What follows belongs to an exercise in optimizing a design on an open flow for small area, a short achievable clock period and few clock cycles per item; a production flow would make more cautious choices. At most, simulation tests tie the RTL to the original design; equivalence was not proved. Power and IR drop assume default switching activity.

Design pp_reduction_sequencer, start of the top module:
module pp_reduction_sequencer #(
    parameter int WIDTH  = 128,
    parameter int MAX_PP = 16,
    parameter int CNT_W  = 5
) (
    input  logic             clk,
    input  logic             rst,
    input  logic             start,
    input  logic [CNT_W-1:0] pp_count,
    output logic             busy,
    output logic             err,
    input  logic             in_valid,
    output logic             in_ready,
    input  logic [WIDTH-1:0] in_pp0,
    input  logic [WIDTH-1:0] in_pp1,
    output logic             out_valid,
    input  logic             out_ready,
    output logic [WIDTH-1:0] out_result
);
Size: roughly 400 I/O pins.
==> flow/config.mk <==
export PLATFORM = sky130hd
export DESIGN_NAME = pp_reduction_sequencer
export DESIGN_NICKNAME = pp_reduction_sequencer
export VERILOG_FILES = /design/flow/design.v
export SDC_FILE = /design/flow/constraint.sdc
export NUM_CORES = 4
export LEC_CHECK = 0
export CAP_MARGIN = 20
export CORE_MARGIN = 2
export CORE_UTILIZATION = 40
export SETUP_SLACK_MARGIN = 0.2
export SLEW_MARGIN = 20
==> flow/constraint.sdc <==
create_clock -name core_clock -period 4.0 [get_ports {clk}]
set_input_delay 0.8000 -clock core_clock [delete_from_list [all_inputs] [get_ports {clk}]]
set_output_delay 0.8000 -clock core_clock [all_outputs]
set_load 0.01 [all_outputs]
standard.sh (not shown) runs the stock make flow with config.mk's settings and CLKGATE_MAP_FILE= SYNTH_SCRIPT=/design/flow/synth_recipe.tcl, a recipe that flattens the netlist after the stock synthesis.
==> flow/flow/run.sh <==
#!/bin/bash
# Standard ORFS layout, except that the port buffers are plain buf_1 cells
# (resizing may still upsize them) instead of the default delay buffers.
set -euo pipefail
bash standard.sh BUFFER_PORTS_ARGS="-buffer_cell sky130_fd_sc_hd__buf_1" finish > make_finish.log 2>&1
Then changed:
- CAP_MARGIN: 20 -> 0
- SETUP_SLACK_MARGIN: 0.2 -> unset
- SLEW_MARGIN: 20 -> 0
After rerunning: With this change the flow ran to the end with violations: negative setup slack. Global-route usage increases by 0.55 points. Final cell count is about the same. Power fell by about 0.9%. Routed wire length is higher by 1.3%. Non-clock buffer count increases by 3. Worst hold slack gets better by 0.0096 ns. Clock skew climbs by 0.0041 ns. Count of clock-buffer cells in the layout grows by 4. Final area falls by about 2.5%. Sequential share of layout area grows by 0.45 points. Worst setup slack degrades by 0.090 ns.
Then changed:
- CAP_MARGIN: 0 -> 20
- SLEW_MARGIN: 0 -> 20
Effect: The new run produced a layout that fails on negative setup slack; utilization does not change; wire length does not change; first-iteration DRC count stays the same; synthesized area stays the same; final area is unchanged.
Then changed:
- CORE_UTILIZATION: 40 -> 55
- PLACE_DENSITY: unset -> 0.75
After rerunning: The changed run reached the layout checks and failed them: negative setup slack. Design area went down by 1.9%. Synthesized cell count is unchanged. Clock skew stays flat. Critical path depth fell by 3. Worst hold slack gets better by 0.0084 ns. Count of clock-buffer cells in the layout goes down by 3. Worst setup slack gets better by 0.014 ns. Non-clock buffer count shrinks by 18. Utilization goes up by 18 points. Via count is higher by 2.0%.
No functional check of the RTL was part of any run of this note.


Setup of try-cedar:
pp_reduction_sequencer, a different RTL version from the one above (not shown whole).
For scale: ~2200 cells after synthesis, ~400 I/O pins, ~18000 sq um of cells after synthesis.
clock: 4.0 ns
lec_check: 0
cap_margin: 20
core_margin: 2
core_utilization: 40
slew_margin: 20
==> flow/flow/run.sh <==
#!/bin/bash
# Standard ORFS layout with two changes: synthesis maps all logic through ABC
# (no separate full/half-adder extraction), and the port buffers are plain
# buf_1 cells instead of the default delay buffers.
set -euo pipefail
bash standard.sh ADDER_MAP_FILE= BUFFER_PORTS_ARGS="-buffer_cell sky130_fd_sc_hd__buf_1" finish > make_finish.log 2>&1
In try-cedar the implementation ran to completion but is not tape-out ready, as the final checks report negative setup slack.
Testbench counts of try-cedar, summed over its fixed seeds: cycles 8,944, items 2,000.
### try-cedar -> try-xenon
==> flow/flow/run.sh <==
#!/bin/bash
# Standard ORFS layout, except that the port buffers are plain buf_1 cells
# (resizing may still upsize them) instead of the default delay buffers.
set -euo pipefail
bash standard.sh BUFFER_PORTS_ARGS="-buffer_cell sky130_fd_sc_hd__buf_1" finish > make_finish.log 2>&1
Results
try-xenon reached the end of the flow, and the finished layout is clean on the timing, design-rule and antenna checks. Delta (try-xenon minus try-cedar): length of routed met2 wiring now sits lower; maximum clock frequency now sits higher; worst vdd rail ir drop now sits lower; sequential portion of the cell area now sits higher. Time the worst path needs with I/O delays and setup came out lower on try-xenon than on try-cedar. For final area, dividing the value from try-xenon by the value from try-cedar gives 0.80.
Edits applied to the flow inputs when going from try-xenon to try-fjord:
Settings: CORE_UTILIZATION changed from 40 to 55; PLACE_DENSITY newly set to 0.75.
### Flow results
- Diff try-xenon -> try-fjord: number of iterations in the first detailed-routing pass -1; layout buffer count excluding clock buffers -29; wire length went down; met3 global-route usage +1.7 points.
- The die of try-fjord is smaller than the one used in try-xenon.
- Summary — final cell count, try-fjord relative to try-xenon: lower, by 170.
- Global-route met2 utilization ended up 10 points higher on try-fjord than on try-xenon.
- Changes observed in try-fjord relative to try-xenon: register fraction of the total cell area up 0.58 points; amount of wire on met2 after detailed routing down about 6%; number of placement rows down 11.
- Looking at the reports, try-fjord completed the entire flow and the layout it produced met the timing, design-rule and antenna checks.
--- input diff try-fjord..try-violet ---
Settings: CORE_UTILIZATION changed from 55 to 60; PLACE_DENSITY removed (was 0.75).
==> run summary <==
try-violet completed every stage of the flow, and the final layout passed the timing, design-rule and antenna checks. Relative to try-fjord, final core utilization increased by 7.4 points in try-violet. Looking only at worst-case hold slack, and setting everything else aside, the lower value of try-fjord and try-violet goes to try-violet. try-violet vs. try-fjord: worst-case register-to-register setup slack decreased 0.02 ns, number of standard-cell rows in the floorplan lower. Of try-violet and try-fjord, it is try-violet that has the lower antenna diode instance count. For cell count, try-violet and try-fjord come out practically identical. try-violet vs try-fjord: layout buffer count excluding clock buffers up by a few percent. On total chip power, try-fjord tracks try-violet almost exactly.


rev 12:
pp_reduction_sequencer, a different RTL version from the one above (not shown whole).
For scale: roughly 1300 cells after synthesis, ~150 flip-flops.
==> flow/config.mk <==
export PLATFORM = sky130hd
export DESIGN_NAME = pp_reduction_sequencer
export DESIGN_NICKNAME = pp_reduction_sequencer
export VERILOG_FILES = /design/flow/design.v
export SDC_FILE = /design/flow/constraint.sdc
export NUM_CORES = 4
export LEC_CHECK = 0
export ABC_CLOCK_PERIOD_IN_PS = 2500
export CAP_MARGIN = 20
export CORE_MARGIN = 2
export CORE_UTILIZATION = 40
export SLEW_MARGIN = 20
==> flow/constraint.sdc <==
create_clock -name core_clock -period 4.0 [get_ports {clk}]
set_input_delay 0.8000 -clock core_clock [delete_from_list [all_inputs] [get_ports {clk}]]
set_output_delay 0.8000 -clock core_clock [all_outputs]
set_load 0.01 [all_outputs]
==> flow/flow/run.sh <==
#!/bin/bash
# Standard ORFS layout, except that the port buffers are plain buf_1 cells
# (resizing may still upsize them) instead of the default delay buffers.
set -euo pipefail
bash standard.sh BUFFER_PORTS_ARGS="-buffer_cell sky130_fd_sc_hd__buf_1" finish > make_finish.log 2>&1
Layout checks on rev 12: not met. Flow itself completed; violations: setup timing.
### rev 12 -> rev 13
Settings: ABC_CLOCK_PERIOD_IN_PS: 2500 -> unset.
--- outcome ---
From the logs: rev 13 reached the end of the flow and failed the layout checks with setup timing.
Re synthesis-to-finish area growth: no difference whatsoever between rev 12 and rev 13.
Rev 13 -> rev 12: post-detailed-routing wire length delta 0, exact match
Post-route core utilization: rev 12 vs rev 13, no meaningful difference
Rev 13 vs. rev 12: fraction of met2 tracks used by global routing barely changed, worst-case setup margin in the final layout barely changed, wire length of the first global-routing pass barely changed, shortest clock period the worst path allows after layout barely changed.
No functional check of the RTL was part of any run of this note.

-- static timing again, ports no longer ideal --
Ports are ideal in the flow. The routed layouts listed here were re-timed in OpenROAD. Step 1 (the two cells are an assumption about what drives the block):
set clk [get_ports {clk}]
set_driving_cell -lib_cell sky130_fd_sc_hd__clkbuf_16 $clk
set_driving_cell -lib_cell sky130_fd_sc_hd__buf_2 [delete_from_list [all_inputs] $clk]
Step 2 adds t to the input delays and takes it off the output delays; t is the mean of the earliest and latest rising clock arrival at the registers after step 1. Input paths then give back, and output paths get back, about the clock's delay inside the block. a / b / c = ideal ports / drivers / drivers and shift; a / b = the first two.
run	shift t [ns]	setup slack, ns	worst hold slack (ns)
the first run of note 1	0.485	0.060 / 0.008 / -0.226	0.505 / 0.505 / 0.505
the second run of note 1	0.502	-0.030 / -0.081 / -0.332	0.515 / 0.515 / 0.515
the third run of note 1	0.502	-0.030 / -0.081 / -0.332	0.515 / 0.515 / 0.515
the fourth run of note 1	0.473	-0.016 / -0.066 / -0.239	0.523 / 0.523 / 0.523
try-cedar	0.545	-1.224 / -1.279 / -1.049	0.528 / 0.509 / 0.528
try-xenon	0.498	0.054 / 0.003 / -0.142	0.492 / 0.492 / 0.492
try-fjord	0.471	0.111 / 0.061 / -0.123	0.495 / 0.495 / 0.495
try-violet	0.479	0.043 / -0.008 / -0.088	0.488 / 0.488 / 0.488
rev 12	0.490	-0.491 / -0.491 / -0.839	0.506 / 0.506 / 0.506
rev 13	0.490	-0.491 / -0.491 / -0.839	0.506 / 0.506 / 0.506
Met with ideal ports but missed after step 2: setup timing in the first run of note 1, try-xenon, try-fjord and try-violet.
